This is an optimization exercise on Yosys and OpenROAD, whose aim is small area and a short achievable clock period, not a production implementation. At most, simulation tests tie the RTL to the original design; equivalence was not proved. Only the layout flow was run in run 7; the RTL was not checked for function there. Power and IR drop assume default switching activity.

==> flow/design.v <==
package fpalu_pkg;
	typedef logic [5:0] exp_t;	 
	typedef logic [21:0] man_t;	 
	typedef logic [4:0] hexp_t;	 
	typedef logic [22:0] sum_t;
	typedef logic [4:0] shamt_t;
	typedef enum logic {
		OP_ADD = 1'b0,	 
		OP_MUL = 1'b1	 
	} fpalu_op_t;
	localparam int AL_EXP_BIAS = 31;	 
	localparam int ML_EXP_BIAS = 15;	 
	localparam int ML_MAN_BITS = 11;	 
	localparam int PP_BITS = 12;	 
endpackage
module exp_lt (
	input  logic [5:0] a,
	input  logic [5:0] b,
	output logic       lt	 
);
	logic [5:0] g, e;
	logic       lt1, lt0, eq1, eq0;
	always_comb begin
		g = ~a & b;	 
		e = ~(a ^ b);
		lt1 = g[5] | (e[5] & g[4]) | (e[5] & e[4] & g[3]);
		eq1 = e[5] & e[4] & e[3];
		lt0 = g[2] | (e[2] & g[1]) | (e[2] & e[1] & g[0]);
		lt = lt1 | (eq1 & lt0);
	end
endmodule
module operand_align (
	input  logic [21:0] man,
	input  logic [5:0]  d,
	output logic [21:0] sh
);
	always_comb begin
		sh = man;
		if (d[0]) sh = sh >> 1;
		if (d[1]) sh = sh >> 2;
		if (d[2]) sh = sh >> 4;
		if (d[3]) sh = sh >> 8;
		if (d[4]) sh = sh >> 16;
		if (d[5]) sh = '0;
	end
endmodule
module booth_enc (
	input  logic [10:0] y,
	output logic [5:0]  one,	 
	output logic [5:0]  two,	 
	output logic [5:0]  neg	 
);
	logic [12:0] yz;	 
	always_comb begin
		yz = {1'b0, y, 1'b0};
		for (int k = 0; k < 6; k++) begin
			logic [2:0] g;
			g = yz[2*k +: 3];
			one[k] = g[0] ^ g[1];
			two[k] = (g == 3'b011) || (g == 3'b100);
			neg[k] = g[2] & ~(g[1] & g[0]);	 
		end
	end
endmodule
module booth_mul (
	input  logic [10:0] m,	 
	input  logic [5:0]  one,
	input  logic [5:0]  two,
	input  logic [5:0]  neg,
	output logic [22:0] row_s,
	output logic [22:0] row_c
);
	localparam logic [7:0] K_HI = 8'hD5;
	logic [5:0][11:0]  e;	 
	logic [5:0][22:0]  r;
	always_comb begin
		for (int k = 0; k < 6; k++)
			e[k] = (({12{one[k]}} & {1'b0, m}) | ({12{two[k]}} & {m, 1'b0})) ^ {12{neg[k]}};
		r[0] = {K_HI, ~neg[0], neg[0], neg[0], e[0]};
		for (int k = 1; k < 5; k++)
			r[k] = 23'({~neg[k], e[k], 1'b0, neg[k-1]}) << (2 * k - 2);
		r[5] = 23'({e[5], 1'b0, neg[4]}) << 8;	 
	end
	function automatic logic [45:0] csa(input logic [22:0] a, input logic [22:0] b, input logic [22:0] c);
		logic [22:0] s, cy;
		s = a ^ b ^ c;
		cy = (a & b) | (a & c) | (b & c);
		csa = {s, cy[21:0], 1'b0};
	endfunction
	logic [22:0] s1a, c1a, s1b, c1b, s2, c2;
	always_comb begin
		{s1a, c1a} = csa(r[0], r[1], r[2]);
		{s1b, c1b} = csa(r[3], r[4], r[5]);
		{s2, c2} = csa(s1a, c1a, s1b);
		{row_s, row_c} = csa(s2, c2, c1b);
	end
endmodule
module lzc23 (
	input  logic [22:0] w,
	output logic [4:0]  n	 
);
	always_comb begin
		n = 5'd23;
		for (int k = 0; k < 23; k++)
			if (w[k])
				n = 5'(22 - k);
	end
endmodule
module lzc11 (
	input  logic [10:0] w,
	output logic [3:0]  n	 
);
	always_comb begin
		n = 4'd11;
		for (int k = 0; k < 11; k++)
			if (w[k])
				n = 4'(10 - k);
	end
endmodule
module lza23 (
	input  logic [22:0] x,
	input  logic [22:0] y,
	input  logic        ci,
	output logic [4:0]  n
);
	logic [22:0] f;
	logic [22:0] o;	 
	always_comb begin
		o = {x[21:0] | y[21:0], ci};
		f = ~(x ^ y) & o;
	end
	lzc23 u_lzc (
		.w(f),
		.n(n)
	);
endmodule
module sum_normalize (
	input  logic [22:0] w,
	input  logic [3:0]  z,
	input  logic        nc,	 
	output logic [21:0] man,
	output logic        c
);
	logic [22:0] sh;
	always_comb begin
		sh = w;
		if (z[3]) sh = sh << 8;
		if (z[2]) sh = sh << 4;
		if (z[1]) sh = sh << 2;
		if (z[0]) sh = sh << 1;
		c = ~nc & ~sh[22];
		man = c ? sh[21:0] : sh[22:1];
	end
endmodule
module fpalu_top (
	input  logic                 clk,
	input  logic                 rst,
	input  logic                 in_valid,
	input  fpalu_pkg::fpalu_op_t op,
	input  logic                 a_sgn,
	input  fpalu_pkg::exp_t      a_exp,
	input  fpalu_pkg::man_t      a_man,
	input  logic                 b_sgn,
	input  fpalu_pkg::exp_t      b_exp,
	input  fpalu_pkg::man_t      b_man,
	output logic                 out_valid,
	output logic                 y_sgn,
	output fpalu_pkg::exp_t      y_exp,
	output fpalu_pkg::man_t      y_man
);
	logic        a_lt_b, lt, mul;
	logic [5:0]  dab, dba;
	logic        nz_a, nz_b;
	logic [10:0] sb;
	logic [5:0]  one, two, neg;
	logic [3:0]  lb;
	exp_lt u_lt (
		.a (a_exp),
		.b (b_exp),
		.lt(a_lt_b)
	);
	always_comb begin
		mul = (op == fpalu_pkg::OP_MUL);
		lt = a_lt_b & ~mul;
		dab = a_exp - b_exp;
		dba = b_exp - a_exp;
		nz_a = (a_exp[4:0] != '0);
		nz_b = (b_exp[4:0] != '0);
		sb = {nz_b, b_man[9:0]};
	end
	booth_enc u_enc (
		.y  (sb),
		.one(one),
		.two(two),
		.neg(neg)
	);
	lzc11 u_lzb (
		.w(sb),
		.n(lb)
	);
	logic        v1, mul1, sl1, sr1;
	logic [5:0]  el1, er1, d1;
	logic [21:0] ml1, mr1;
	always_ff @(posedge clk) begin
		v1 <= in_valid & ~rst;
		mul1 <= mul;
		sl1 <= lt ? b_sgn : a_sgn;
		sr1 <= lt ? a_sgn : b_sgn;
		el1 <= lt ? b_exp : a_exp;
		er1 <= lt ? a_exp : b_exp;
		if (mul) begin
			ml1 <= {11'b0, nz_a, a_man[9:0]};
			mr1 <= {lb, neg, two, one};
			d1 <= 6'({1'b0, a_exp[4:0]} + {1'b0, b_exp[4:0]} + 6'd3);
		end else begin
			ml1 <= lt ? b_man : a_man;
			mr1 <= lt ? a_man : b_man;
			d1 <= a_lt_b ? dba : dab;
		end
	end
	logic [21:0] rsh;
	logic        lz, sub;
	logic [22:0] prod_s, prod_c;
	logic [3:0]  la;
	logic        pz, nz_r;
	logic [5:0]  pexp;
	logic [4:0]  pzc;
	operand_align u_align (
		.man(mr1),
		.d  (d1),
		.sh (rsh)
	);
	booth_mul u_mul (
		.m    (ml1[10:0]),
		.one  (mr1[5:0]),
		.two  (mr1[11:6]),
		.neg  (mr1[17:12]),
		.row_s(prod_s),
		.row_c(prod_c)
	);
	lzc11 u_lza (
		.w(ml1[10:0]),
		.n(la)
	);
	always_comb begin
		lz = (ml1 == '0);
		sub = sl1 ^ sr1;
		nz_r = (er1[4:0] != '0);
		pz = (la == 4'd11) || (mr1[21:18] == 4'd11);
		pexp = d1 + (pz ? 6'd0 : 6'(!ml1[10]) + 6'(!nz_r));
		pzc = pz ? 5'd23 : 5'(5'd1 + la + mr1[21:18]);
	end
	logic        v2, sg2, byp2, ci2, mul2;
	logic [5:0]  e2;
	logic [4:0]  zm2;
	logic [22:0] x2, y2;
	always_ff @(posedge clk) begin
		v2 <= v1 & ~rst;
		mul2 <= mul1;
		zm2 <= pzc;
		if (mul1) begin
			x2 <= prod_s;
			y2 <= prod_c;
			ci2 <= 1'b0;
			e2 <= pexp;
			sg2 <= sub;
			byp2 <= 1'b0;
		end else if (lz) begin
			x2 <= {mr1, 1'b0};
			y2 <= '0;
			ci2 <= 1'b0;
			e2 <= er1;
			sg2 <= sr1;
			byp2 <= 1'b1;
		end else begin
			x2 <= {1'b0, ml1};
			y2 <= {1'b0, rsh} ^ {23{sub}};
			ci2 <= sub;
			e2 <= el1 + 6'd1;
			sg2 <= sl1;
			byp2 <= 1'b0;
		end
	end
	logic [24:0] sum;
	logic [22:0] w;
	logic        wrap;
	logic [4:0]  zl, zs, z;
	lza23 u_lzant (
		.x (x2),
		.y (y2),
		.ci(ci2),
		.n (zl)
	);
	always_comb begin
		sum = {1'b0, x2, ci2} + {1'b0, y2, ci2};
		w = sum[23:1];
		wrap = ci2 & ~sum[24];	 
		zs = mul2 ? zm2 : (byp2 ? 5'd0 : zl);
		z = wrap ? 5'd0 : zs;
	end
	logic        v3, sg3, nc3;
	logic [5:0]  e3;
	logic [4:0]  z3;
	logic [22:0] w3;
	always_ff @(posedge clk) begin
		v3 <= v2 & ~rst;
		w3 <= z[4] ? {w[6:0], 16'b0} : w;
		z3 <= z;
		nc3 <= byp2 | (zs == 5'd23);
		e3 <= e2;
		sg3 <= sg2;
	end
	logic [21:0] nman;
	logic        c;
	logic [5:0]  ez0, ez1;
	always_comb begin
		ez0 = e3 - 6'(z3);
		ez1 = ez0 - 6'd1;
	end
	sum_normalize u_norm (
		.w  (w3),
		.z  (z3[3:0]),
		.nc (nc3),
		.man(nman),
		.c  (c)
	);
	always_ff @(posedge clk) begin
		out_valid <= v3 & ~rst;
		y_sgn <= sg3;
		y_exp <= c ? ez1 : ez0;
		y_man <= nman;
	end
endmodule
==> flow/run.sh <==
#!/bin/bash
# synth_recipe.tcl (not shown) runs the flow's synth.tcl, then flattens the netlist and writes it again
# the make line also repeats each setting of config.mk as NAME=value (left out here)
make -C /OpenROAD-flow-scripts/flow DESIGN_CONFIG=/design/flow/config.mk WORK_HOME=/design/flow/orfs CLKGATE_MAP_FILE= SYNTH_SCRIPT=/design/flow/synth_recipe.tcl finish
==> flow/config.mk <==
export PLATFORM = sky130hd
export DESIGN_NAME = fpalu_top
export DESIGN_NICKNAME = fpalu_top
export VERILOG_FILES = /design/flow/design.v
export SDC_FILE = /design/flow/constraint.sdc
export NUM_CORES = 4
export LEC_CHECK = 0
export CAP_MARGIN = 20
export CORE_MARGIN = 2
export CORE_UTILIZATION = 40
export SETUP_SLACK_MARGIN = 3.2
export SLEW_MARGIN = 20
==> flow/constraint.sdc <==
create_clock -name core_clock -period 5.5 [get_ports {clk}]
set_input_delay 1.1000 -clock core_clock [delete_from_list [all_inputs] [get_ports {clk}]]
set_output_delay 1.1000 -clock core_clock [all_outputs]
set_load 0.01 [all_outputs]
==> results of run 1 <==
-- through the flow --
step | total power, mW | utilization [%]
global placement | 7.87 | 44.9
floorplan | 6.48 | -
CTS | 10.4 | 53.1
finish | 11.3 | 56.1
detailed placement | 7.95 | 44.9
global route | 12.1 | 56.1
-- per-layer routing --
layer  share of wire [%]  up-vias  wire, um  GRT usage [%]
li1                    -     6250         -              -
met1                  40     6374     18500           28.2
met2                  51      447     23300           41.5
met3                 5.2      108      2370           3.16
met4                 3.8        0      1760           9.60
met5                   0        -         0              0
-- worst reg2reg max path: cells and delay by family, from the launching register on --
family	cells	cell delay [ps]
AND/OR/NAND/NOR	1	80
XOR/XNOR	1	290
buffers and inverters	1	50
AO/OA/AOI/OAI	2	390
adder cells (fa/ha/maj)	3	1510
flip-flops	1	380
-- power breakdown --
| group | leakage [nW] | switching (mW) | total (mW) | internal (mW) |
|---|---|---|---|---|
| clock | 0.280 | 0.585 | 1.21 | 0.624 |
| sequential | 1.65 | 0.359 | 2.29 | 1.93 |
| combinational | 6.49 | 4.07 | 7.86 | 3.78 |
-- worst min path at each step --
stage	startpoint	to	slack, ps	cells past startpoint
CTS	e2[5]$_DFF_P_	e3[5]$_DFF_P_	320	0
detailed placement	e2[5]$_DFF_P_	e3[5]$_DFF_P_	310	0
finish	e2[4]$_DFF_P_	e3[4]$_DFF_P_	320	0
global placement	sg2$_DFF_P_	sg3$_DFF_P_	310	0
global route	e2[4]$_DFF_P_	e3[4]$_DFF_P_	320	0
floorplan	e2[0]$_DFF_P_	e3[0]$_DFF_P_	310	0
-- timing repair --
action,in CTS,in global routing
gates cloned,12,2
pin swaps,93,107
endpoints found under the setup margin,206,164
gates resized for setup,383,183
setup buffers,140,33
-- state kept, by name, summed over array words and instances, names as in the netlist, 6 cells and up --
register,cells
mr1,22
d1,6
y_exp,6
el1,6
w3,23
y2,23
e2,6
ml1,22
er1,6
x2,23
e3,6
y_man,22
-- synthesized netlist by cell type (9+ instances only) --
| master | count | share of area, % |
|---|---|---|
| nor2b_1 | 16 | 0.69 |
| nand2b_1 | 10 | 0.43 |
| inv_1 | 142 | 3.7 |
| dfxtp_1 | 195 | 27 |
| xnor2_1 | 98 | 5.9 |
| nand2_1 | 182 | 4.7 |
| nor2_1 | 121 | 3.1 |
| mux4_2 | 16 | 2.5 |
| o31ai_1 | 9 | 0.46 |
| a211oi_1 | 15 | 0.77 |
| a21o_1 | 18 | 0.93 |
| o22ai_1 | 15 | 0.65 |
| fa_1 | 50 | 6.9 |
| mux2i_1 | 86 | 5.9 |
| o21ai_0 | 114 | 3.9 |
| o211ai_1 | 10 | 0.52 |
| and2_1 | 9 | 0.39 |
| clkbuf_1 | 81 | 2.1 |
| mux2_2 | 35 | 2.7 |
| nor3_1 | 25 | 0.86 |
| buf_2 | 18 | 0.62 |
| xor2_1 | 38 | 2.3 |
| a21oi_1 | 108 | 3.7 |
| nand3_1 | 16 | 0.55 |
| a22oi_1 | 60 | 3.1 |
| ha_1 | 107 | 9.2 |
-- area by class of cell --
class | count | area, sq um | area share [%]
multi-input combinational | 1258 | 11300 | 56.6
timing repair inverter | 2 | 15.0 | 0.0751
clock inverter | 11 | 111 | 0.557
clock buffer | 21 | 460 | 2.30
timing repair buffer | 289 | 2880 | 14.4
inverter | 149 | 596 | 2.98
sequential | 195 | 4040 | 20.2
tap | 461 | 577 | 2.89
-- placed cells by master (no fill, tap or decap), types with 20 or more instances in the layout --
cell type	instances
xnor2_1	82
clkbuf_16	20
nand2_2	27
dfxtp_1	148
a21oi_1	91
dlygate4sd2_1	34
inv_1	115
xor2_1	36
a22oi_2	45
mux2_4	24
mux2i_1	70
clkdlybuf4s50_1	48
ha_1	76
fa_1	30
nor2_1	107
ha_4	27
inv_2	23
o21ai_2	32
o21ai_1	29
buf_6	40
nand2_1	152
fa_2	20
dfxtp_4	30
buf_4	129
o21ai_0	55
-- cell families (layout without fill, tap and decap cells) --
kind of cell,Yosys count,after routing,share of synthesized area (%)
AO/OA/AOI/OAI,405,405,17.3
XOR/XNOR,136,136,8.19
adder cells (fa/ha/maj),157,157,16.1
buffers and inverters,265,472,7.36
flip-flops,195,195,26.8
multiplexers,141,141,11.5
AND/OR/NAND/NOR,416,419,12.7
==> impl_metrics.csv, run 1 <==
group,metric,value,unit
sta,maxSlewHeadroom,44.3,%
critical_path,cp_num_buf_inv,2,
sta,post-route-period-util,51.4,%
critical_path,ff2ff_path_depth,8,
critical_path,r2r_slack,2720,ps
logic_synthesis,ys_seq_area_share,26.8,%
final_layout,diodes,0,
sta,hold_violations,0,
sta,layout_min_cycle_time,2830,ps
final_layout,drive_above_1_share,34.3,%
critical_path,crit_path_end,"d1[5]$_DFF_P_",
critical_path,crit_family,"compound AO/OA/AOI/OAI gates",
logic_synthesis,yosys_warnings,9,
grt,grt_util_all_layers,23.3,%
flow_run,drv_cap,0,
sta,tns,0,ps
sta,clock_skew,15.6,ps
sta,rsz0062_at_grt,"true",
clock_tree,cts_sinks,195,
floorplanning,start_util,40.8,%
logic_synthesis,synth_edf_count,0,
placed_design,numPlacedInstances,2167,
clock_tree,cts_buffers,17,
clock_tree,clk_pin_slew_worst_paths,70,ps
placed_design,place.gp.congestion,0.875,
final_layout,synthToLayoutAreaGrowth,37.4,%
clock_tree,clk_latency,460,ps
placed_design,hpwl,29900,um
sta,setup_viol,0,
pwr,powerDensity,568,mW/mm^2
drt,drt_iter0_markers,942,
critical_path,r2r-end,"x2[11]$_DFF_P_",
drt,first_pass_iters,5,
drt,drt-total-wl,45900,um
critical_path,cp_cell_sequence,"buf_8 -> clkinvlp_4 -> ha_4 -> nor2b_1 -> o21a_1 -> o21ai_4 -> a21o_4 -> mux2_4 -> a22o_4 -> o31a_1 -> o31ai_2",
critical_path,arrival,3190,ps
critical_path,critPathCaptureType,"flip-flop",
critical_path,critPathLaunchType,"input pin",
floorplanning,die_x,195,um
logic_synthesis,synth.distinct_cells,75,
grt,grt_pass1_vias,12900,
floorplanning,rows,69,
status,outcome,"timing/DRC/antenna clean",
logic_synthesis,netlist_instances,1715,
grt,antenna_found_initial,0,
grt,grt_pass1_wl,69600,um
floorplanning,fp.dieArea,0.0379,sq mm
sta,fmax,0.354,GHz
drt,wl_per_cell,19.2,um
sta,tightest_slew,836,ps
final_layout,final_cells,2386,
logic_synthesis,async_flop_share,0,%
clock_tree,cts_tree,"built",
critical_path,slowest_delay,350,ps
critical_path,cp-startpoint,"a_exp[1]",
logic_synthesis,syn_avg_cell_area,8.48,sq um
sta,timing.hold.ws,320,ps
clock_tree,htree_levels,4,
critical_path,r2r-start,"mr1[11]$_DFF_P_",
sta,drv_slew,0,
placed_design,place_area,0.0160,sq mm
pwr,power.leakage,8.43,nW
clock_tree,cts-root-buf,"clkbuf_16",
logic_synthesis,syn_nets,1934,
grt,grt_max_degree,66,
logic_synthesis,ys_ff_latch,195,
clock_tree,ctsHoldBuffers,0,
min_path,worstHoldPathType,"flip-flop to flip-flop",
drt,via_count,13200,
critical_path,crit_cells,11,
floorplanning,io_pins,92,
placed_design,dp_slack,1150,ps
placed_design,io_buffers,91,
logic_synthesis,syn-cell-area,0.0145,sq mm
clock_tree,clk_path_buf_depth,2,
critical_path,path_class,"input pin to flip-flop",
floorplanning,core_area,0.0357,sq mm
drt,drcViolationCount,0,
critical_path,cp_data_required_time,5860,ps
drt,viasPerCell,5.52,
floorplanning,die_h,195,um
critical_path,crit_fanout,6,
pwr,ir_drop,0.332,mV
drt,drt.antenna.violating_nets,0,
final_layout,finalNetCount,2131,
grt,overflow,0,
final_layout,design_area,0.0200,sq mm
logic_synthesis,synth_flop_cell,"dfxtp_1",
sta,fin_ws,2670,ps
final_layout,nFillCells,3051,
critical_path,crit_slowest_cell,"mux2_4",
==> run 2, diff against run 1 <==
--- a/flow/config.mk
+++ b/flow/config.mk
@@ -8,5 +8,5 @@
 export CAP_MARGIN = 20
 export CORE_MARGIN = 2
 export CORE_UTILIZATION = 40
-export SETUP_SLACK_MARGIN = 3.2
+export SETUP_SLACK_MARGIN = 2.5
 export SLEW_MARGIN = 20
==> impl_metrics.csv, run 2 <==
group,metric,value,unit
logic_synthesis,syn_avg_cell_area,8.48,sq um
logic_synthesis,syn_nets,1934,
critical_path,crit_family,"compound AO/OA/AOI/OAI gates",
logic_synthesis,ys_seq_area_share,26.8,%
sta,timing.hold.ws,322,ps
placed_design,io_buffers,91,
logic_synthesis,synth_flop_cell,"dfxtp_1",
floorplanning,die_x,195,um
grt,grt_max_degree,68,
logic_synthesis,netlist_instances,1715,
logic_synthesis,syn-cell-area,0.0145,sq mm
critical_path,cp-startpoint,"b_exp[3]",
critical_path,r2r_slack,2540,ps
clock_tree,cts_buffers,17,
drt,viasPerCell,5.41,
critical_path,cp_data_required_time,5860,ps
placed_design,place_area,0.0157,sq mm
critical_path,cp_num_buf_inv,2,
critical_path,cp_cell_sequence,"clkdlybuf4s50_1 -> ha_4 -> o21ai_4 -> buf_4 -> a21oi_4 -> o21ai_0 -> a2111oi_2 -> nor4_1 -> o31ai_1",
final_layout,synthToLayoutAreaGrowth,14.9,%
flow_run,drv_cap,0,
drt,drt.antenna.violating_nets,0,
grt,grt_util_all_layers,20.9,%
sta,hold_violations,0,
critical_path,r2r-start,"ml1[8]$_DFF_P_",
sta,maxSlewHeadroom,46.6,%
critical_path,slowest_delay,520,ps
logic_synthesis,synthTopCellsByCount,"dfxtp_1, nand2_1, inv_1, nor2_1, o21ai_0",
pwr,power.leakage,7.14,nW
grt,antenna_found_initial,0,
logic_synthesis,synth_edf_count,0,
drt,wl_per_cell,17.8,um
final_layout,drive_above_1_share,11.9,%
clock_tree,clk_pin_slew_worst_paths,80,ps
floorplanning,start_util,40.8,%
final_layout,utilization,46.9,%
clock_tree,htree_levels,4,
logic_synthesis,synthTopCellsByArea,"dfxtp_1, ha_1, fa_1, mux2i_1, xnor2_1",
min_path,worstHoldStart,"e2[1]$_DFF_P_",
pwr,ir_drop,0.256,mV
status,outcome,"timing/DRC/antenna clean",
logic_synthesis,yosys_warnings,9,
sta,drv_slew,0,
critical_path,arrival,3320,ps
floorplanning,io_pins,92,
sta,layout_min_cycle_time,2960,ps
pwr,powerDensity,555,mW/mm^2
floorplanning,core_area,0.0357,sq mm
sta,setup_viol,0,
grt,grt_pass1_vias,12000,
critical_path,r2r-end,"x2[11]$_DFF_P_",
clock_tree,cts_sinks,195,
critical_path,crit_path_end,"d1[5]$_DFF_P_",
critical_path,crit_cells,9,
floorplanning,die_h,195,um
placed_design,hpwl,29500,um
clock_tree,clk_path_buf_depth,2,
critical_path,critPathLaunchType,"input pin",
grt,grt_pass1_wl,63400,um
critical_path,ff2ff_path_depth,9,
min_path,worstHoldPathType,"flip-flop to flip-flop",
pwr,power.total,9.27,mW
logic_synthesis,synth.distinct_cells,75,
clock_tree,clk_latency,450,ps
floorplanning,rows,69,
clock_tree,cts_tree,"built",
final_layout,final_common_cell,"nand2_1",
final_layout,top_regs,"w3: 23 flops, x2: 23 flops, y2: 23 flops",
final_layout,diodes,0,
drt,drt-total-wl,39600,um
sta,tightest_slew,801,ps
grt,overflow,0,
sta,post-route-period-util,53.9,%
placed_design,place.gp.congestion,0.892,
sta,clock_skew,17.6,ps
sta,tns,0,ps
final_layout,most-common-layout-cells,"nand2_1, dfxtp_1, inv_1, nor2_1, o21ai_0",
floorplanning,fp.dieArea,0.0379,sq mm
logic_synthesis,synth_top_cell_by_area,"dfxtp_1",
drt,drcViolationCount,0,
logic_synthesis,ys_ff_latch,195,
logic_synthesis,yosys.area.top_type_share,26.8,%
sta,rsz0062_at_grt,"true",
sta,fmax,0.338,GHz
drt,first_pass_iters,7,
critical_path,critPathCaptureType,"flip-flop",
critical_path,crit_slowest_cell,"clkdlybuf4s50_1",
final_layout,finalNetCount,1965,
logic_synthesis,async_flop_share,0,%
final_layout,design_area,0.0167,sq mm
logic_synthesis,yosysMostFrequentCell,"dfxtp_1",
drt,via_count,12000,
drt,drt_iter0_markers,863,
clock_tree,cts-root-buf,"clkbuf_16",
critical_path,path_class,"input pin to flip-flop",
critical_path,crit_fanout,5,
[run 2: timing repair]
action,CTS,global route
hold buffers,0,0
setup endpoints to repair,134,95
buffers inserted,12,5
gates cloned,5,1
gates resized for setup,58,31
pin swaps,7,4
[run 2: stage by stage]
stage	worst slack [ps]	cells
3_3_place_gp	943	2165
5_1_grt	2390	2220
4_1_cts	2450	2214
3_5_place_dp	851	2165
6_report	2540	2220
2_1_floorplan	2390	1715
[run 2: cells by family after synthesis]
| kind of cell | after synthesis | synth area share, % |
|---|---|---|
| fa+ha+maj | 157 | 16.1 |
| mux | 141 | 11.5 |
| simple gates | 416 | 12.7 |
| xor+xnor | 136 | 8.19 |
| buf+inv | 265 | 7.36 |
| flops | 195 | 26.8 |
| compound gates | 405 | 17.3 |
[run 2: cell type report]
| type | count | area [sq um] |
|---|---|---|
| tap | 461 | 577 |
| multi-input combinational | 1259 | 9800 |
| timing repair inverter | 2 | 15.0 |
| sequential | 195 | 3970 |
| timing repair buffer | 122 | 1170 |
| clock buffer | 19 | 443 |
| inverter | 149 | 568 |
| clock inverter | 13 | 170 |
| fill | 3438 | 18900 |
[run 2: where the power goes]
| group | internal (mW) | switching (mW) | total (mW) |
|---|---|---|---|
| clock network | 0.663 | 0.597 | 1.26 |
| registers | 1.91 | 0.414 | 2.33 |
| logic | 2.52 | 3.16 | 5.69 |
| total | 5.10 | 4.17 | 9.27 |
[run 2: metal layers]
metal	vias up	GRT usage (%)	wire, um
li1	5910	-	-
met1	5670	26.8	17800
met2	359	35.5	18900
met3	67	3.21	1800
met4	0	7.72	1100
met5	-	0	0
[run 2: worst min path at each step]
stage / to / depth (start not counted) / slack, ps
floorplan: e3[0]$_DFF_P_ / 0 / 310
global placement: e3[1]$_DFF_P_ / 0 / 310
detailed placement: sg3$_DFF_P_ / 0 / 310
CTS: e3[0]$_DFF_P_ / 0 / 320
global route: e3[1]$_DFF_P_ / 0 / 330
finish: e3[1]$_DFF_P_ / 0 / 320
==> run 3, diff against run 2 <==
--- a/flow/config.mk
+++ b/flow/config.mk
@@ -5,6 +5,7 @@
 export SDC_FILE = /design/flow/constraint.sdc
 export NUM_CORES = 4
 export LEC_CHECK = 0
+export ABC_AREA = 1
 export CAP_MARGIN = 20
 export CORE_MARGIN = 2
 export CORE_UTILIZATION = 40
==> impl_metrics.csv, run 3 <==
group,metric,value,unit
grt,grt_pass1_wl,66900,um
grt,grt_pass1_vias,12800,
critical_path,crit_fanout,6,
grt,grt_max_degree,56,
drt,wl_per_cell,17.3,um
final_layout,synthToLayoutAreaGrowth,19.7,%
logic_synthesis,ys_seq_area_share,27.5,%
logic_synthesis,syn_nets,2140,
clock_tree,cts_buffers,17,
final_layout,most-common-layout-cells,"nand2_1, inv_1, o21ai_0, dfxtp_1, xor2_1",
grt,antenna_found_initial,0,
critical_path,cp-startpoint,"mr1[4]$_DFF_P_",
sta,rsz0062_at_grt,"true",
drt,viasPerCell,5.28,
sta,fmax,0.335,GHz
clock_tree,cts_tree,"built",
sta,setup_viol,0,
flow_run,drv_cap,0,
clock_tree,clk_path_buf_depth,2,
critical_path,r2r_slack,2510,ps
logic_synthesis,synthTopCellsByArea,"dfxtp_1, nand2_1, ha_1, o21ai_0, fa_1",
critical_path,cp_data_required_time,5780,ps
logic_synthesis,async_flop_share,0,%
logic_synthesis,netlist_instances,1921,
drt,route.met2.wl,20600,um
sta,timing.hold.ws,324,ps
logic_synthesis,synth_flop_cell,"dfxtp_1",
sta,hold_violations,0,
critical_path,r2r-start,"mr1[4]$_DFF_P_",
drt,first_pass_iters,6,
drt,wl_met3,2560,um
clock_tree,cts-root-buf,"clkbuf_16",
logic_synthesis,synthTopCellsByCount,"nand2_1, inv_1, o21ai_0, dfxtp_1, xor2_1",
floorplanning,die_h,193,um
clock_tree,cts_sinks,195,
clock_tree,clk_pin_slew_worst_paths,80,ps
placed_design,io_buffers,91,
sta,layout_min_cycle_time,2990,ps
sta,maxSlewHeadroom,32.3,%
critical_path,path_class,"flip-flop to flip-flop",
final_layout,top_regs,"w3: 23 flops, x2: 23 flops, y2: 23 flops",
drt,drcViolationCount,0,
final_layout,nFillCells,3478,
final_layout,finalNetCount,2241,
drt,via_count,13200,
placed_design,place.gp.congestion,0.903,
logic_synthesis,yosys_warnings,9,
placed_design,hpwl,32000,um
sta,clock_skew,12.6,ps
grt,grt_util_all_layers,23.1,%
logic_synthesis,syn-cell-area,0.0142,sq mm
sta,tns,0,ps
final_layout,final_common_cell,"nand2_1",
critical_path,critPathLaunchType,"flip-flop",
floorplanning,rows,69,
critical_path,arrival,3270,ps
logic_synthesis,syn_avg_cell_area,7.40,sq um
min_path,worstHoldPathType,"flip-flop to flip-flop",
floorplanning,core_area,0.0353,sq mm
drt,wl_met1,18700,um
floorplanning,fp.dieArea,0.0371,sq mm
drt,top_layer,"met4",
sta,post-route-period-util,54.3,%
grt,overflow,0,
pwr,ir_drop,0.300,mV
critical_path,ff2ff_path_depth,10,
critical_path,r2r-end,"x2[10]$_DFF_P_",
status,outcome,"timing/DRC/antenna clean",
final_layout,utilization,48.2,%
drt,drt.antenna.violating_nets,0,
sta,tightest_slew,1020,ps
drt,drt-total-wl,43200,um
clock_tree,htree_levels,4,
final_layout,drive_above_1_share,13.5,%
logic_synthesis,synth.distinct_cells,63,
floorplanning,die_x,193,um
pwr,powerDensity,539,mW/mm^2
drt,drt_iter0_markers,979,
logic_synthesis,yosysMostFrequentCell,"nand2_1",
clock_tree,clk_latency,440,ps
logic_synthesis,yosys.area.top_type_share,27.5,%
logic_synthesis,synth_top_cell_by_area,"dfxtp_1",
logic_synthesis,ys_ff_latch,195,
critical_path,crit_path_end,"x2[10]$_DFF_P_",
sta,drv_slew,0,
floorplanning,io_pins,92,
critical_path,critPathCaptureType,"flip-flop",
logic_synthesis,synth_edf_count,0,
pwr,power.leakage,7.81,nW
final_layout,diodes,0,
floorplanning,start_util,40.3,%
==> run 3: metal layers <==
metal | GRT usage, % | vias up
li1 | - | 6467
met2 | 39.3 | 494
met4 | 8.22 | 0
met5 | 0 | -
met3 | 3.56 | 113
met1 | 29.6 | 6104
==> run 3: cells by family (layout without fill, tap and decap cells) <==
family,after synthesis,in the layout,share of synthesized area (%)
mux,23,23,1.62
compound gates,452,452,18.9
buf+inv,374,488,10.4
simple gates,594,594,17.4
flops,195,195,27.5
xor+xnor,126,126,7.76
fa+ha+maj,157,157,16.5
==> run 3: worst min-delay path by stage <==
| stage | startpoint | to | slack [ps] | cells after the start |
|---|---|---|---|---|
| 2_1_floorplan | e2[0]$_DFF_P_ | e3[0]$_DFF_P_ | 310 | 0 |
| 3_3_place_gp | sg3$_DFF_P_ | y_sgn$_DFF_P_ | 310 | 0 |
| 3_5_place_dp | sg3$_DFF_P_ | y_sgn$_DFF_P_ | 310 | 0 |
| 4_1_cts | e2[4]$_DFF_P_ | e3[4]$_DFF_P_ | 330 | 0 |
| 5_1_grt | e2[4]$_DFF_P_ | e3[4]$_DFF_P_ | 340 | 0 |
| 6_report | e2[4]$_DFF_P_ | e3[4]$_DFF_P_ | 320 | 0 |
==> run 3: report_power, final <==
part           leakage, nW  total (mW)  switching, mW  internal, mW
Combinational         5.87        5.66           3.40          2.26
Clock                0.292        1.26          0.633         0.626
Sequential            1.64        2.26          0.337          1.92
==> run 3: final cells by class <==
| type | count | area (sq um) | area share, % |
|---|---|---|---|
| Tap cell | 461 | 577 | 3.39 |
| Clock buffer | 19 | 443 | 2.60 |
| Clock inverter | 13 | 159 | 0.933 |
| Timing Repair inverter | 4 | 27.5 | 0.162 |
| Timing Repair Buffer | 178 | 1640 | 9.66 |
| Sequential cell | 195 | 3960 | 23.3 |
| Inverter | 274 | 1150 | 6.73 |
| Multi-Input combinational cell | 1352 | 9060 | 53.2 |
==> run 3: timing repair <==
item,in CTS,in global routing
pin swaps,2,11
gates resized for setup,62,76
endpoints found under the setup margin,114,52
setup buffers,48,31
gates cloned,3,1
hold buffers,0,0
==> run 3: through the flow <==
stage / area, sq um / instances / power (mW) / setup WS, ps
floorplan: 14200 / 1921 / 6.14 / 2560
global placement: 15300 / 2381 / 7.62 / 1080
detailed placement: 15300 / 2381 / 7.71 / 1080
CTS: 16500 / 2464 / 9.10 / 2450
global route: 17000 / 2496 / 10.0 / 2420
finish: 17000 / 2496 / 9.18 / 2510
==> run 3: critical path, cell delays in order (launching register included) <==
cell,delay [ps]
dfxtp_2,380
clkinvlp_4,180
buf_4,180
o22ai_1,140
xor2_1,110
fa_1,520
inv_1,70
fa_1,550
fa_1,420
nand2_1,110
o221ai_1,170
==> run 4, diff against run 3 <==
--- a/flow/config.mk
+++ b/flow/config.mk
@@ -9,5 +9,5 @@
 export CAP_MARGIN = 20
 export CORE_MARGIN = 2
 export CORE_UTILIZATION = 40
-export SETUP_SLACK_MARGIN = 2.5
+export SETUP_SLACK_MARGIN = 2.8
 export SLEW_MARGIN = 20
==> impl_metrics.csv, run 4 <==
group,metric,value,unit
clock_tree,clk_path_buf_depth,2,
sta,rsz0062_at_grt,"true",
sta,tns,0,ps
placed_design,place.gp.congestion,0.914,
logic_synthesis,synthTopCellsByCount,"nand2_1, inv_1, o21ai_0, dfxtp_1, xor2_1",
final_layout,finalNetCount,2299,
drt,wl_per_cell,17.5,um
grt,grt_pass1_wl,67700,um
grt,overflow,0,
logic_synthesis,yosys.area.top_type_share,27.5,%
placed_design,numPlacedInstances,2383,
floorplanning,io_pins,92,
clock_tree,cts_sinks,195,
sta,drv_slew,0,
floorplanning,rows,69,
floorplanning,die_h,193,um
critical_path,critPathLaunchType,"flip-flop",
clock_tree,cts_buffers,17,
clock_tree,clk_latency,450,ps
logic_synthesis,async_flop_share,0,%
floorplanning,fp.dieArea,0.0371,sq mm
logic_synthesis,ys_ff_latch,195,
critical_path,cp_data_required_time,5850,ps
clock_tree,cts-root-buf,"clkbuf_16",
placed_design,io_buffers,91,
drt,viasPerCell,5.31,
sta,hold_violations,0,
logic_synthesis,yosys_warnings,9,
sta,fmax,0.331,GHz
pwr,power.leakage,8.14,nW
grt,grt_max_degree,56,
logic_synthesis,syn_nets,2140,
drt,drcViolationCount,0,
logic_synthesis,netlist_instances,1921,
clock_tree,ctsHoldBuffers,0,
sta,layout_min_cycle_time,3020,ps
sta,clock_skew,17.9,ps
logic_synthesis,synth_top_cell_by_area,"dfxtp_1",
logic_synthesis,syn_avg_cell_area,7.40,sq um
sta,post-route-period-util,54.9,%
grt,antenna_found_initial,0,
logic_synthesis,synthTopCellsByArea,"dfxtp_1, nand2_1, ha_1, o21ai_0, fa_1",
critical_path,arrival,3370,ps
grt,grt_util_all_layers,23.5,%
logic_synthesis,synth.distinct_cells,63,
clock_tree,clk_pin_slew_worst_paths,70,ps
logic_synthesis,synth_flop_cell,"dfxtp_1",
critical_path,path_class,"flip-flop to flip-flop",
final_layout,final_common_cell,"nand2_1",
sta,setup_viol,0,
drt,via_count,13600,
final_layout,diodes,0,
floorplanning,core_area,0.0353,sq mm
placed_design,hpwl,31800,um
grt,grt_pass1_vias,12900,
floorplanning,start_util,40.3,%
final_layout,final_cells,2554,
logic_synthesis,yosysMostFrequentCell,"nand2_1",
logic_synthesis,synth_edf_count,0,
final_layout,top_regs,"w3: 23 flops, x2: 23 flops, y2: 23 flops",
floorplanning,die_x,193,um
critical_path,critPathCaptureType,"flip-flop",
flow_run,drv_cap,0,
logic_synthesis,syn-cell-area,0.0142,sq mm
logic_synthesis,ys_seq_area_share,27.5,%
drt,drt-total-wl,44700,um
drt,first_pass_iters,5,
pwr,powerDensity,529,mW/mm^2
final_layout,synthToLayoutAreaGrowth,26.5,%
clock_tree,cts_tree,"built",
sta,maxSlewHeadroom,47.6,%
drt,drt.antenna.violating_nets,0,
drt,drt_iter0_markers,914,
final_layout,drive_above_1_share,19.8,%
critical_path,crit_fanout,5,
final_layout,most-common-layout-cells,"nand2_1, inv_1, o21ai_0, dfxtp_1, buf_4",
status,outcome,"timing/DRC/antenna clean",
clock_tree,htree_levels,4,
pwr,ir_drop,0.317,mV
sta,tightest_slew,778,ps
min_path,worstHoldPathType,"flip-flop to flip-flop",
run 4: cell counts after synthesis:
Identical to the previous run, type by type.
run 4: worst max-delay path: stages (launching register included):
cell	delay (ps)
dfxtp_4	370
clkinvlp_4	180
buf_6	170
o22ai_4	180
xor2_2	190
fa_1	500
fa_1	570
inv_2	50
fa_1	520
nand2_1	60
o21ai_2	140
run 4: power by group:
group,internal (mW),total [mW],switching (mW)
logic,2.47,6.01,3.54
registers,1.93,2.26,0.337
clock network,0.621,1.24,0.614
run 4: path summary, 6_finish.rpt:
| kind | endpoint | slack (ps) | startpoint | depth (start not counted) |
|---|---|---|---|---|
| worst min-delay path | e3[1]$_DFF_P_ | 330 | e2[1]$_DFF_P_ | 0 |
| worst max-delay path | x2[11]$_DFF_P_ | 2480 | mr1[10]$_DFF_P_ | 10 |
| worst min register to register | e3[1]$_DFF_P_ | 330 | e2[1]$_DFF_P_ | 0 |
| worst max register to register | x2[11]$_DFF_P_ | 2480 | mr1[10]$_DFF_P_ | 10 |
run 4: cells by family after synthesis:
kind of cell	synth area share (%)
multiplexers	1.62
AND/OR/NAND/NOR	17.4
adder cells (fa/ha/maj)	16.5
XOR/XNOR	7.76
flip-flops	27.5
AO/OA/AOI/OAI	18.9
buffers and inverters	10.4
run 4: area by class of cell:
cell class | instances | area [sq um]
timing repair buffer | 228 | 2150
inverter | 274 | 1180
multi-input combinational | 1356 | 9480
fill | 3302 | 17300
tap | 461 | 577
clock buffer | 19 | 453
clock inverter | 13 | 113
timing repair inverter | 8 | 51.3
sequential | 195 | 3990
run 4: timing repair:
item | CTS | global route
pin swaps | 26 | 31
setup buffers | 95 | 29
hold endpoints to repair | 0 | 0
gates cloned | 7 | 8
gates resized for setup | 171 | 108
endpoints found under the setup margin | 131 | 123
run 4: layer usage:
layer  part of all wire (%)  up-vias  global-route usage, %
li1                       -     6592                      -
met1                     42     6343                   29.4
met2                     48      512                   39.7
met3                    6.1      123                   4.07
met4                    3.9        0                   10.1
met5                      0        -                      0
run 4: through the flow:
step                      hold WS, ps  setup slack (ps)  instance area [sq um]  power [mW]  utilization (%)
final                             329              2480                  18000        9.51             51.0
after CTS                         330              2600                  17400        9.24             49.3
after global routing              335              2430                  18000        10.3             51.0
after global placement            311              1340                  15400        7.62             43.6
after detailed placement          312              1240                  15400        7.70             43.6
after floorplan                   310              2800                  14300        6.15                -
==> run 5, diff against run 4 <==
==> flow/flow/run.sh (new file) <==
#!/bin/bash
# Standard layout, with the port buffers made from plain buffers instead of
# the delay cells buffer_ports picks by default.
set -euo pipefail
cd "$(dirname "$0")/.."
bash standard.sh synth > synth.log 2>&1
bash standard.sh "BUFFER_PORTS_ARGS=-buffer_cell sky130_fd_sc_hd__buf_2" finish > layout.log 2>&1
==> flow/standard.sh (new file) <==
#!/bin/bash
# synth_recipe.tcl (not shown) runs the flow's synth.tcl, then flattens the netlist and writes it again
# the make line also repeats each setting of config.mk as NAME=value (left out here)
make -C /OpenROAD-flow-scripts/flow DESIGN_CONFIG=/design/flow/config.mk WORK_HOME=/design/flow/orfs CLKGATE_MAP_FILE= SYNTH_SCRIPT=/design/flow/synth_recipe.tcl "${@:-finish}"
--- a/flow/config.mk
+++ b/flow/config.mk
@@ -5,9 +5,8 @@
 export SDC_FILE = /design/flow/constraint.sdc
 export NUM_CORES = 4
 export LEC_CHECK = 0
-export ABC_AREA = 1
 export CAP_MARGIN = 20
 export CORE_MARGIN = 2
 export CORE_UTILIZATION = 40
-export SETUP_SLACK_MARGIN = 2.8
+export SETUP_SLACK_MARGIN = 3.0
 export SLEW_MARGIN = 20
removed: flow/run.sh
==> impl_metrics.csv, run 5 <==
group,metric,value,unit
grt,grt_max_degree,68,
sta,post-route-period-util,51.3,%
grt,grt_pass1_vias,12600,
logic_synthesis,synth_flop_cell,"dfxtp_1",
flow_run,drv_cap,0,
sta,rsz0062_at_grt,"true",
sta,maxSlewHeadroom,51.1,%
pwr,powerDensity,554,mW/mm^2
logic_synthesis,synth_top_cell_by_area,"dfxtp_1",
drt,via_count,13000,
pwr,power.total,10.6,mW
min_path,worstHoldPathType,"flip-flop to flip-flop",
critical_path,cp_data_required_time,5860,ps
critical_path,critPathCaptureType,"flip-flop",
final_layout,top_regs,"w3: 23 flops, x2: 23 flops, y2: 23 flops",
logic_synthesis,ys_ff_latch,195,
final_layout,nFillCells,3150,
floorplanning,fp.dieArea,0.0379,sq mm
clock_tree,clk_path_buf_depth,2,
logic_synthesis,yosys.area.top_type_share,26.8,%
grt,grt_util_all_layers,22.4,%
final_layout,finalNetCount,2130,
final_layout,synthToLayoutAreaGrowth,31.9,%
placed_design,io_buffers,91,
critical_path,path_class,"input pin to flip-flop",
grt,overflow,0,
final_layout,ff_latch_area,0.00405,sq mm
final_layout,drive_above_1_share,35.3,%
drt,wl_met1,18300,um
status,outcome,"timing/DRC/antenna clean",
drt,wl_met3,2160,um
sta,tns,0,ps
logic_synthesis,synth.distinct_cells,75,
critical_path,critPathLaunchType,"input pin",
sta,drv_slew,0,
clock_tree,cts_tree,"built",
clock_tree,cts_sinks,195,
final_layout,final_cells,2385,
pwr,power.leakage,8.30,nW
grt,grt_pass1_wl,67100,um
drt,route.met2.wl,21500,um
sta,hold_violations,0,
grt,antenna_found_initial,0,
logic_synthesis,synthTopCellsByCount,"dfxtp_1, nand2_1, inv_1, nor2_1, o21ai_0",
clock_tree,ctsHoldBuffers,0,
clock_tree,clk_pin_slew_worst_paths,70,ps
logic_synthesis,yosysMostFrequentCell,"dfxtp_1",
logic_synthesis,yosys.area_share.simple,12.7,%
critical_path,arrival,3180,ps
logic_synthesis,async_flop_share,0,%
drt,drt_iter0_markers,847,
logic_synthesis,synth_fa_ha_area_share,16.1,%
logic_synthesis,yosys_warnings,9,
clock_tree,clk_latency,460,ps
sta,setup_viol,0,
logic_synthesis,netlist_instances,1715,
placed_design,place.gp.congestion,0.901,
sta,clock_skew,10.7,ps
sta,layout_min_cycle_time,2820,ps
placed_design,hpwl,29200,um
floorplanning,core_area,0.0357,sq mm
sta,fmax,0.355,GHz
final_layout,most-common-layout-cells,"nand2_1, dfxtp_1, buf_4, inv_1, nor2_1",
logic_synthesis,synth_compound_area_share,17.3,%
logic_synthesis,synth_edf_count,0,
drt,drcViolationCount,0,
drt,viasPerCell,5.46,
sta,timing.hold.ws,323,ps
drt,drt.antenna.violating_nets,0,
logic_synthesis,synthMuxAreaShare,11.5,%
clock_tree,cts_buffers,17,
drt,first_pass_iters,7,
final_layout,multi_input_area,0.0109,sq mm
drt,wl_per_cell,18.6,um
logic_synthesis,syn-cell-area,0.0145,sq mm
floorplanning,start_util,40.8,%
placed_design,numPlacedInstances,2164,
floorplanning,die_h,195,um
critical_path,crit_fanout,5,
logic_synthesis,synth_top_family_by_area,"compound AO/OA/AOI/OAI gates",
logic_synthesis,syn_nets,1934,
final_layout,diodes,0,
clock_tree,cts-root-buf,"clkbuf_16",
drt,drt-total-wl,44400,um
logic_synthesis,synthTopCellsByArea,"dfxtp_1, ha_1, fa_1, mux2i_1, xnor2_1",
final_layout,final_common_cell,"nand2_1",
logic_synthesis,ys_seq_area_share,26.8,%
sta,tightest_slew,734,ps
pwr,ir_drop,0.288,mV
floorplanning,io_pins,92,
logic_synthesis,synth-xor-area-share,8.19,%
drt,top_layer,"met4",
floorplanning,die_x,195,um
logic_synthesis,syn_avg_cell_area,8.48,sq um
floorplanning,rows,69,
clock_tree,htree_levels,4,
-- run 5: changes by cell type after synthesis, sizes merged, moves of 33 or more --
cell / previous run / this run
nand2: 389 / 182
o21ai: 223 / 119
a21oi: 76 / 109
mux2i: 23 / 86
o22ai: 69 / 15
inv: 270 / 146
mux2: 0 / 39
xor2: 108 / 38
a22oi: 5 / 60
xnor2: 18 / 98
-- run 5: final timing paths --
check	from	end	slack [ps]	depth (start not counted)
worst max-delay path	a_exp[1]	d1[5]$_DFF_P_	2680	11
worst min-delay path	e2[5]$_DFF_P_	e3[5]$_DFF_P_	320	0
worst min register to register	e2[5]$_DFF_P_	e3[5]$_DFF_P_	320	0
worst max register to register	ml1[4]$_DFF_P_	x2[9]$_DFF_P_	2740	11
-- run 5: repair_timing --
item                                    in CTS  in global routing
resized for setup                          247                192
pin swaps                                   80                 97
gates cloned                                 9                  2
endpoints found under the setup margin     176                147
setup buffers                              130                 48
-- run 5: stage by stage --
stage               util, %  setup WS (ps)  instance area (sq um)
finish                 53.8           2680                  19200
floorplan                 -           2390                  15100
global placement       43.2           1340                  15400
CTS                    50.4           2690                  18000
detailed placement     43.2           1220                  15400
global route           53.8           2600                  19200
-- run 5: area by class of cell --
class                      count  area share, %
clock buffer                  18           2.24
timing repair inverter         2         0.0783
clock inverter                14          0.750
timing repair buffer         288           12.7
multi-input combinational   1258           57.1
tap                          461           3.01
sequential                   195           21.1
inverter                     149           3.11
-- run 5: logic make-up (layout without fill, tap and decap cells) --
family / count (synthesis) / in the layout
simple gates: 416 / 418
compound gates: 405 / 406
buf+inv: 265 / 471
flops: 195 / 195
fa+ha+maj: 157 / 157
mux: 141 / 141
xor+xnor: 136 / 136
-- run 5: power by group --
part | internal (mW) | switching, mW | total, mW
clock | 0.603 | 0.600 | 1.20
combinational | 3.35 | 3.81 | 7.15
sequential | 1.93 | 0.340 | 2.27
total | 5.87 | 4.75 | 10.6
-- run 5: metal layers --
layer	track usage, %	vias to the layer above
met2	37.8	419
met5	0.383	-
met3	3.23	127
met4	12.1	0
met1	27.5	6239
li1	-	6241
-- run 5: critical path, stage by stage --
cell and delay, ps:
buf_8 80, clkinvlp_4 100, ha_4 280, nor2b_2 40, o21a_1 210, o21ai_4 160, a21o_4 180, mux2_4 340
a22o_1 240, o31a_1 250, o31ai_1 210
==> run 6, diff against run 5 <==
--- a/flow/config.mk
+++ b/flow/config.mk
@@ -8,5 +8,5 @@
 export CAP_MARGIN = 20
 export CORE_MARGIN = 2
 export CORE_UTILIZATION = 40
-export SETUP_SLACK_MARGIN = 3.0
+export SETUP_SLACK_MARGIN = 2.5
 export SLEW_MARGIN = 20
==> impl_metrics.csv, run 6 <==
group,metric,value,unit
grt,use_met2,33.7,%
flow_run,drv_cap,0,
floorplanning,core_area,0.0357,sq mm
logic_synthesis,synth.distinct_cells,75,
clock_tree,cts_buffers,17,
drt,drt-total-wl,38400,um
min_path,worstHoldPathType,"flip-flop to flip-flop",
grt,grt_pass1_vias,11700,
logic_synthesis,async_flop_share,0,%
logic_synthesis,yosys_warnings,9,
final_layout,synthToLayoutAreaGrowth,11.7,%
floorplanning,io_pins,92,
drt,drt_iter0_markers,789,
clock_tree,cts_sinks,195,
final_layout,ff_latch_area,0.00400,sq mm
placed_design,dp_slack,1390,ps
critical_path,cp-startpoint,"a_exp[1]",
pwr,powerDensity,558,mW/mm^2
final_layout,diodes,0,
drt,viasPerCell,5.40,
sta,hold_violations,0,
final_layout,multi_input_area,0.00976,sq mm
pwr,power.leakage,7.14,nW
pwr,ir_drop,0.267,mV
clock_tree,htree_levels,4,
sta,tns,0,ps
logic_synthesis,netlist_instances,1715,
logic_synthesis,syn_avg_cell_area,8.48,sq um
floorplanning,die_x,195,um
placed_design,place.gp.congestion,0.906,
clock_tree,cts_tree,"built",
critical_path,crit_fanout,6,
logic_synthesis,yosys.area.top_type_share,26.8,%
logic_synthesis,ys_seq_area_share,26.8,%
drt,via_count,12000,
grt,grt_util_all_layers,20.3,%
pwr,p_seq_share,25.6,%
sta,layout_min_cycle_time,2950,ps
grt,grt_max_degree,68,
logic_synthesis,synth_edf_count,0,
clock_tree,ctsHoldBuffers,0,
floorplanning,fp.dieArea,0.0379,sq mm
min_path,worstHoldStart,"e2[5]$_DFF_P_",
grt,busiest_layer,"met2",
critical_path,arrival,3310,ps
logic_synthesis,synthTopCellsByArea,"dfxtp_1, ha_1, fa_1, mux2i_1, xnor2_1",
logic_synthesis,synth_top_cell_by_area,"dfxtp_1",
placed_design,place_area,0.0153,sq mm
pwr,swShare,45.9,%
drt,first_pass_iters,5,
placed_design,hpwl,29100,um
final_layout,top_regs,"w3: 23 flops, x2: 23 flops, y2: 23 flops",
sta,drv_slew,0,
drt,drt.antenna.violating_nets,0,
clock_tree,clk_path_buf_depth,2,
pwr,p_switching,4.16,mW
logic_synthesis,syn_nets,1934,
drt,drcViolationCount,0,
critical_path,slowest_delay,320,ps
floorplanning,start_util,40.8,%
critical_path,critPathLaunchType,"input pin",
critical_path,cp_cell_sequence,"buf_6 -> clkinvlp_4 -> buf_4 -> ha_2 -> o21a_1 -> o21ai_4 -> a21o_4 -> mux2_4 -> a22o_1 -> o31a_1 -> o31ai_1",
clock_tree,cts-root-buf,"clkbuf_16",
logic_synthesis,ys_ff_latch,195,
critical_path,path_class,"input pin to flip-flop",
logic_synthesis,yosysMostFrequentCell,"dfxtp_1",
sta,fin_ws,2550,ps
grt,met1_usage,25.9,%
final_layout,finalNetCount,1963,
clock_tree,clk_pin_slew_worst_paths,80,ps
critical_path,cp_data_required_time,5860,ps
placed_design,io_buffers,91,
critical_path,r2r-start,"mr1[12]$_DFF_P_",
logic_synthesis,syn-cell-area,0.0145,sq mm
sta,setup_viol,0,
final_layout,design_area,0.0163,sq mm
final_layout,nFillCells,3538,
sta,maxSlewHeadroom,41.3,%
sta,clock_skew,19.6,ps
pwr,clock_power_share,14.0,%
grt,overflow,0,
pwr,p_int,4.91,mW
logic_synthesis,synth_flop_cell,"dfxtp_1",
clock_tree,clk_latency,460,ps
sta,fmax,0.340,GHz
sta,post-route-period-util,53.5,%
floorplanning,die_h,195,um
pwr,power_frac_comb,60.4,%
drt,wl_per_cell,17.3,um
critical_path,critPathCaptureType,"flip-flop",
status,outcome,"timing/DRC/antenna clean",
critical_path,crit_slowest_cell,"mux2_4",
grt,antenna_found_initial,0,
final_layout,final_common_cell,"nand2_1",
final_layout,most-common-layout-cells,"nand2_1, dfxtp_1, inv_1, nor2_1, o21ai_0",
grt,use_met3,3.23,%
grt,grt_pass1_wl,61300,um
sta,rsz0062_at_grt,"true",
sta,tightest_slew,880,ps
floorplanning,rows,69,
logic_synthesis,synthTopCellsByCount,"dfxtp_1, nand2_1, inv_1, nor2_1, o21ai_0",
final_layout,drive_above_1_share,16.7,%
[run 6: per-layer routing]
metal	vias to the layer above	wire, um	share of wire, %
li1	5891	-	-
met1	5619	16900	44
met2	381	18000	47
met3	81	2040	5.3
met4	0	1460	3.8
met5	-	0	0
[run 6: final cells by class]
type                       count  area share, %
clock buffer                  19           2.79
clock inverter                13          0.962
inverter                     149           3.52
multi-input combinational   1258           60.1
sequential                   195           24.6
tap                          461           3.55
timing repair buffer         122           4.47
timing repair inverter         1         0.0462
[run 6: worst max-delay path: cells and delay by family]
| kind | cells | cell delay, ps |
|---|---|---|
| AO/OA/AOI/OAI | 6 | 1340 |
| adder cells (fa/ha/maj) | 1 | 170 |
| buffers and inverters | 3 | 370 |
| multiplexers | 1 | 320 |
[run 6: logic make-up after synthesis]
group / share of synthesized area, %
AOI/OAI and AO/OA: 17.3
xor gates and xnor gates: 8.19
adders and majority gates: 16.1
buffers and inverters: 7.36
DFF: 26.8
muxes: 11.5
and+or+nand+nor: 12.7
[run 6: worst paths after layout]
path,endpoint,slack (ps),cells past startpoint
worst max-delay path,d1[5]$_DFF_P_,2550,11
worst min-delay path,e3[5]$_DFF_P_,320,0
worst max register to register,x2[7]$_DFF_P_,2590,9
worst min register to register,e3[5]$_DFF_P_,320,0
[run 6: power groups by stage]
stage	clock network [mW]	logic (mW)	registers, mW
floorplan	0	4.18	2.15
global placement	0	5.26	2.34
detailed placement	0	5.32	2.35
CTS	1.30	5.40	2.32
global route	1.35	6.16	2.37
finish	1.27	5.48	2.32
[run 6: stage by stage]
| stage | power [mW] | hold WS (ps) | instances | util [%] |
|---|---|---|---|---|
| after floorplan | 6.33 | 310 | 1715 | - |
| after CTS | 9.02 | 322 | 2207 | 45.0 |
| final | 9.06 | 320 | 2218 | 45.6 |
| after global routing | 9.88 | 320 | 2218 | 45.6 |
| after global placement | 7.59 | 315 | 2164 | 42.8 |
| after detailed placement | 7.67 | 312 | 2164 | 42.8 |
[run 6: what timing repair did]
action	CTS	global route
endpoints found under the setup margin	101	63
pin swaps	4	9
cloned	4	0
buffers inserted	7	11
gates resized for setup	38	46
==> run 7, diff against run 6 <==
--- a/flow/design.v
+++ b/flow/design.v
@@ -199,7 +199,7 @@
 		.n(lb)
 	);
 	logic        v1, mul1, sl1, sr1;
-	logic [5:0]  el1, er1, d1;
+	logic [5:0]  el1, d1;
 	logic [21:0] ml1, mr1;
 	always_ff @(posedge clk) begin
 		v1 <= in_valid & ~rst;
@@ -207,9 +207,8 @@
 		sl1 <= lt ? b_sgn : a_sgn;
 		sr1 <= lt ? a_sgn : b_sgn;
 		el1 <= lt ? b_exp : a_exp;
-		er1 <= lt ? a_exp : b_exp;
 		if (mul) begin
-			ml1 <= {11'b0, nz_a, a_man[9:0]};
+			ml1 <= {10'b0, nz_b, nz_a, a_man[9:0]};
 			mr1 <= {lb, neg, two, one};
 			d1 <= 6'({1'b0, a_exp[4:0]} + {1'b0, b_exp[4:0]} + 6'd3);
 		end else begin
@@ -245,7 +244,7 @@
 	always_comb begin
 		lz = (ml1 == '0);
 		sub = sl1 ^ sr1;
-		nz_r = (er1[4:0] != '0);
+		nz_r = ml1[11];
 		pz = (la == 4'd11) || (mr1[21:18] == 4'd11);
 		pexp = d1 + (pz ? 6'd0 : 6'(!ml1[10]) + 6'(!nz_r));
 		pzc = pz ? 5'd23 : 5'(5'd1 + la + mr1[21:18]);
@@ -269,7 +268,7 @@
 			x2 <= {mr1, 1'b0};
 			y2 <= '0;
 			ci2 <= 1'b0;
-			e2 <= er1;
+			e2 <= el1 - d1;	 
 			sg2 <= sr1;
 			byp2 <= 1'b1;
 		end else begin
--- a/flow/config.mk
+++ b/flow/config.mk
@@ -8,5 +8,5 @@
 export CAP_MARGIN = 20
 export CORE_MARGIN = 2
 export CORE_UTILIZATION = 40
-export SETUP_SLACK_MARGIN = 2.5
+export SETUP_SLACK_MARGIN = 2.3
 export SLEW_MARGIN = 20
==> impl_metrics.csv, run 7 <==
group,metric,value,unit
drt,viasPerCell,5.38,
logic_synthesis,synth.distinct_cells,70,
clock_tree,cts_tree,"built",
logic_synthesis,synth-xor-area-share,8.33,%
min_path,worstHoldStart,"e2[1]$_DFF_P_",
logic_synthesis,yosys.area_share.simple,12.0,%
logic_synthesis,syn_avg_cell_area,8.66,sq um
logic_synthesis,ys_seq_area_share,26.3,%
critical_path,critPathLaunchType,"flip-flop",
final_layout,final_cells,2158,
pwr,p_int,4.80,mW
sta,drv_slew,0,
sta,layout_min_cycle_time,3100,ps
logic_synthesis,yosys.area.top_type_share,26.3,%
sta,clock_skew,23.4,ps
critical_path,r2r-start,"mr1[11]$_DFF_P_",
clock_tree,clk_path_buf_depth,2,
final_layout,synthToLayoutAreaGrowth,10.8,%
pwr,powerDensity,549,mW/mm^2
logic_synthesis,synth_fa_ha_area_share,16.7,%
final_layout,nFillCells,3453,
grt,overflow,0,
drt,wl_per_cell,17.1,um
grt,grt_pass1_wl,58700,um
clock_tree,clk_latency,450,ps
floorplanning,start_util,40.6,%
placed_design,place.gp.congestion,0.915,
critical_path,cp_data_required_time,5730,ps
critical_path,r2r-end,"x2[11]$_DFF_P_",
critical_path,path_common_cell,"fa_1",
grt,grt_pass1_vias,11200,
grt,antenna_found_initial,1,
final_layout,final_common_cell,"dfxtp_1",
logic_synthesis,yosys_warnings,9,
grt,grt_max_degree,64,
floorplanning,io_pins,92,
logic_synthesis,ys_ff_latch,189,
clock_tree,cts_buffers,17,
logic_synthesis,synth_flop_cell,"dfxtp_1",
sta,rsz0062_at_grt,"false",
critical_path,critPathCaptureType,"flip-flop",
floorplanning,core_area,0.0355,sq mm
final_layout,multi_input_area,0.00971,sq mm
critical_path,crit_slowest_cell,"dfxtp_2",
final_layout,drive_above_1_share,15.7,%
min_path,hold_depth,0,
final_layout,top_regs,"w3: 23 flops, x2: 23 flops, y2: 23 flops",
sta,post-route-period-util,56.3,%
status,outcome,"timing/DRC/antenna clean",
clock_tree,cts-root-buf,"clkbuf_16",
placed_design,io_buffers,91,
logic_synthesis,synth_edf_count,0,
floorplanning,rows,69,
critical_path,crit_fanout,16,
sta,maxSlewHeadroom,42.3,%
drt,first_pass_iters,5,
critical_path,r2r_slack,2400,ps
critical_path,arrival,3320,ps
critical_path,ff2ff_path_depth,8,
logic_synthesis,netlist_instances,1663,
logic_synthesis,synth_top_cell_by_area,"dfxtp_1",
drt,drt-total-wl,36800,um
logic_synthesis,yosysMostFrequentCell,"dfxtp_1",
pwr,p_switching,3.96,mW
clock_tree,htree_levels,4,
final_layout,utilization,45.0,%
logic_synthesis,synthTopCellsByCount,"dfxtp_1, inv_1, nand2_1, nor2_1, mux2i_1",
final_layout,most-common-layout-cells,"dfxtp_1, nand2_1, inv_1, nor2_1, mux2i_1",
final_layout,finalNetCount,1907,
pwr,power.leakage,7.08,nW
min_path,hold_path_end,"e3[1]$_DFF_P_",
sta,setup_viol,0,
drt,drt.antenna.violating_nets,0,
drt,drt_iter0_markers,801,
sta,tns,0,ps
clock_tree,cts_sinks,189,
pwr,power_frac_comb,60.0,%
pwr,p_seq_share,25.6,%
min_path,worstHoldPathType,"flip-flop to flip-flop",
logic_synthesis,synthTopCellsByArea,"dfxtp_1, ha_1, mux2i_1, fa_1, xnor2_1",
pwr,swShare,45.2,%
critical_path,path_class,"flip-flop to flip-flop",
logic_synthesis,synthMuxAreaShare,13.5,%
sta,fmax,0.323,GHz
clock_tree,clk_pin_slew_worst_paths,80,ps
pwr,ir_drop,0.310,mV
logic_synthesis,syn_nets,1887,
critical_path,slowest_delay,560,ps
final_layout,ff_latch_area,0.00385,sq mm
logic_synthesis,async_flop_share,0,%
floorplanning,fp.dieArea,0.0375,sq mm
placed_design,hpwl,28100,um
drt,drcViolationCount,0,
floorplanning,die_h,194,um
logic_synthesis,syn-cell-area,0.0144,sq mm
pwr,clock_power_share,14.4,%
clock_tree,ctsHoldBuffers,0,
flow_run,drv_cap,0,
logic_synthesis,synth_compound_area_share,16.0,%
placed_design,numPlacedInstances,2116,
drt,via_count,11600,
grt,grt_util_all_layers,19.3,%
floorplanning,die_x,194,um
logic_synthesis,synth_top_family_by_area,"adder cells",
sta,hold_violations,0,
sta,tightest_slew,857,ps
critical_path,cp_cell_sequence,"a22oi_1 -> xor2_1 -> fa_1 -> fa_1 -> inv_1 -> fa_1 -> nand2_1 -> o21ai_0",
run 7: cell types whose count changed in the layout (fill, tap and decap cells not counted), moves of 7 or more:
| cell | previous run | this run |
|---|---|---|
| mux2i_1 | 86 | 111 |
| nand2_1 | 182 | 143 |
| mux2_2 | 32 | 44 |
| nor2b_1 | 16 | 27 |
| dfxtp_4 | 21 | 14 |
| buf_4 | 29 | 21 |
| nor3_1 | 24 | 17 |
| o21ai_0 | 111 | 76 |
| a21oi_1 | 106 | 76 |
| o21ai_1 | 5 | 32 |
run 7: per-layer routing:
layer | GRT usage [%] | up-vias | wire length, um
li1 | - | 5709 | -
met1 | 24.9 | 5453 | 16400
met2 | 32.6 | 370 | 17600
met3 | 3.36 | 68 | 1860
met4 | 6.36 | 0 | 893
met5 | 0 | - | 0
run 7: power by group through the flow:
stage	clock, mW	combinational (mW)	sequential, mW
finish	1.26	5.26	2.25
global route	1.34	5.90	2.30
CTS	1.29	5.24	2.25
detailed placement	0	5.21	2.28
global placement	0	5.16	2.26
floorplan	0	3.99	2.12
run 7: repair_timing:
action | in CTS | in global routing
gates resized for setup | 29 | 34
buffers inserted | 4 | 4
endpoints found under the setup margin | 78 | 74
gates cloned | 1 | 0
pin swaps | 2 | 3
run 7: logic make-up after synthesis:
logic type | count (synthesis)
simple gates | 381
fa+ha+maj | 162
xor+xnor | 137
flops | 189
mux | 171
buf+inv | 263
compound gates | 360
run 7: cell type report:
class	count	area share, %
multi-input cells	1212	60.9
flip-flops and latches	189	24.2
repair buffers	114	4.04
well taps	461	3.61
inverters	149	3.50
clock buffers	17	2.67
clock inverters	15	1.15
diodes	1	0.0157
run 7: worst max-delay path by stage:
| stage | end | depth (start not counted) | start | slack (ps) |
|---|---|---|---|---|
| 2_1_floorplan | d1[4]$_DFF_P_ | 10 | a_exp[1] | 2250 |
| 3_3_place_gp | d1[1]$_DFF_P_ | 10 | a_exp[1] | 1750 |
| 3_5_place_dp | d1[1]$_DFF_P_ | 10 | a_exp[1] | 1680 |
| 4_1_cts | d1[1]$_DFF_P_ | 10 | b_exp[1] | 2250 |
| 5_1_grt | y_exp[5]$_DFF_P_ | 9 | z3[3]$_SDFF_PP0_ | 2300 |
| 6_report | x2[11]$_DFF_P_ | 8 | mr1[11]$_DFF_P_ | 2400 |
run 7: critical path: cells and delay by family (launching register included):
family                     cells  cell delay [ps]
adders and majority gates      3             1540
DFF                            1              560
AOI/OAI and AO/OA              2              430
xor gates and xnor gates       1              190
and+or+nand+nor                1              110
buffers and inverters          1               50
run 7: metrics by stage:
| step | instance area (sq um) | power, mW | hold slack (ps) | setup WS, ps |
|---|---|---|---|---|
| floorplan | 14400 | 6.11 | 310 | 2250 |
| global placement | 15100 | 7.43 | 315 | 1750 |
| detailed placement | 15100 | 7.49 | 314 | 1680 |
| CTS | 15800 | 8.78 | 327 | 2250 |
| global route | 16000 | 9.54 | 334 | 2300 |
| finish | 16000 | 8.77 | 328 | 2400 |

-- what the ideal ports hide --
The flow's constraints put no driver on any port. The routed layouts listed below were extracted and timed again, unchanged, in two steps. Step 1 sets driving cells, clkbuf_16 on the clock port and buf_2 on the other inputs (assumed; they add their load-dependent delay and slew). Step 2 also shifts input and output timing later by t, the mid clock arrival at the registers, as if the neighbouring blocks saw the same clock. Three values: ideal, step 1, step 2; two values: the first two.
run	t (ns)	setup WS [ns]	cell pins on the clock port's net
run 1	0.502	2.672 / 2.676 / 2.173	1
run 2	0.497	2.537 / 2.541 / 2.071	1
run 3	0.485	2.513 / 2.513 / 2.230	1
run 4	0.487	2.478 / 2.478 / 2.405	1
run 5	0.510	2.681 / 2.687 / 2.177	1
run 6	0.499	2.555 / 2.568 / 2.069	1
run 7	0.490	2.403 / 2.403 / 1.984	1
After both steps every run listed still meets setup and hold. The setup slack of run 5, which loses most, moves by +0.006 ns with the drivers and by -0.504 ns with both steps.
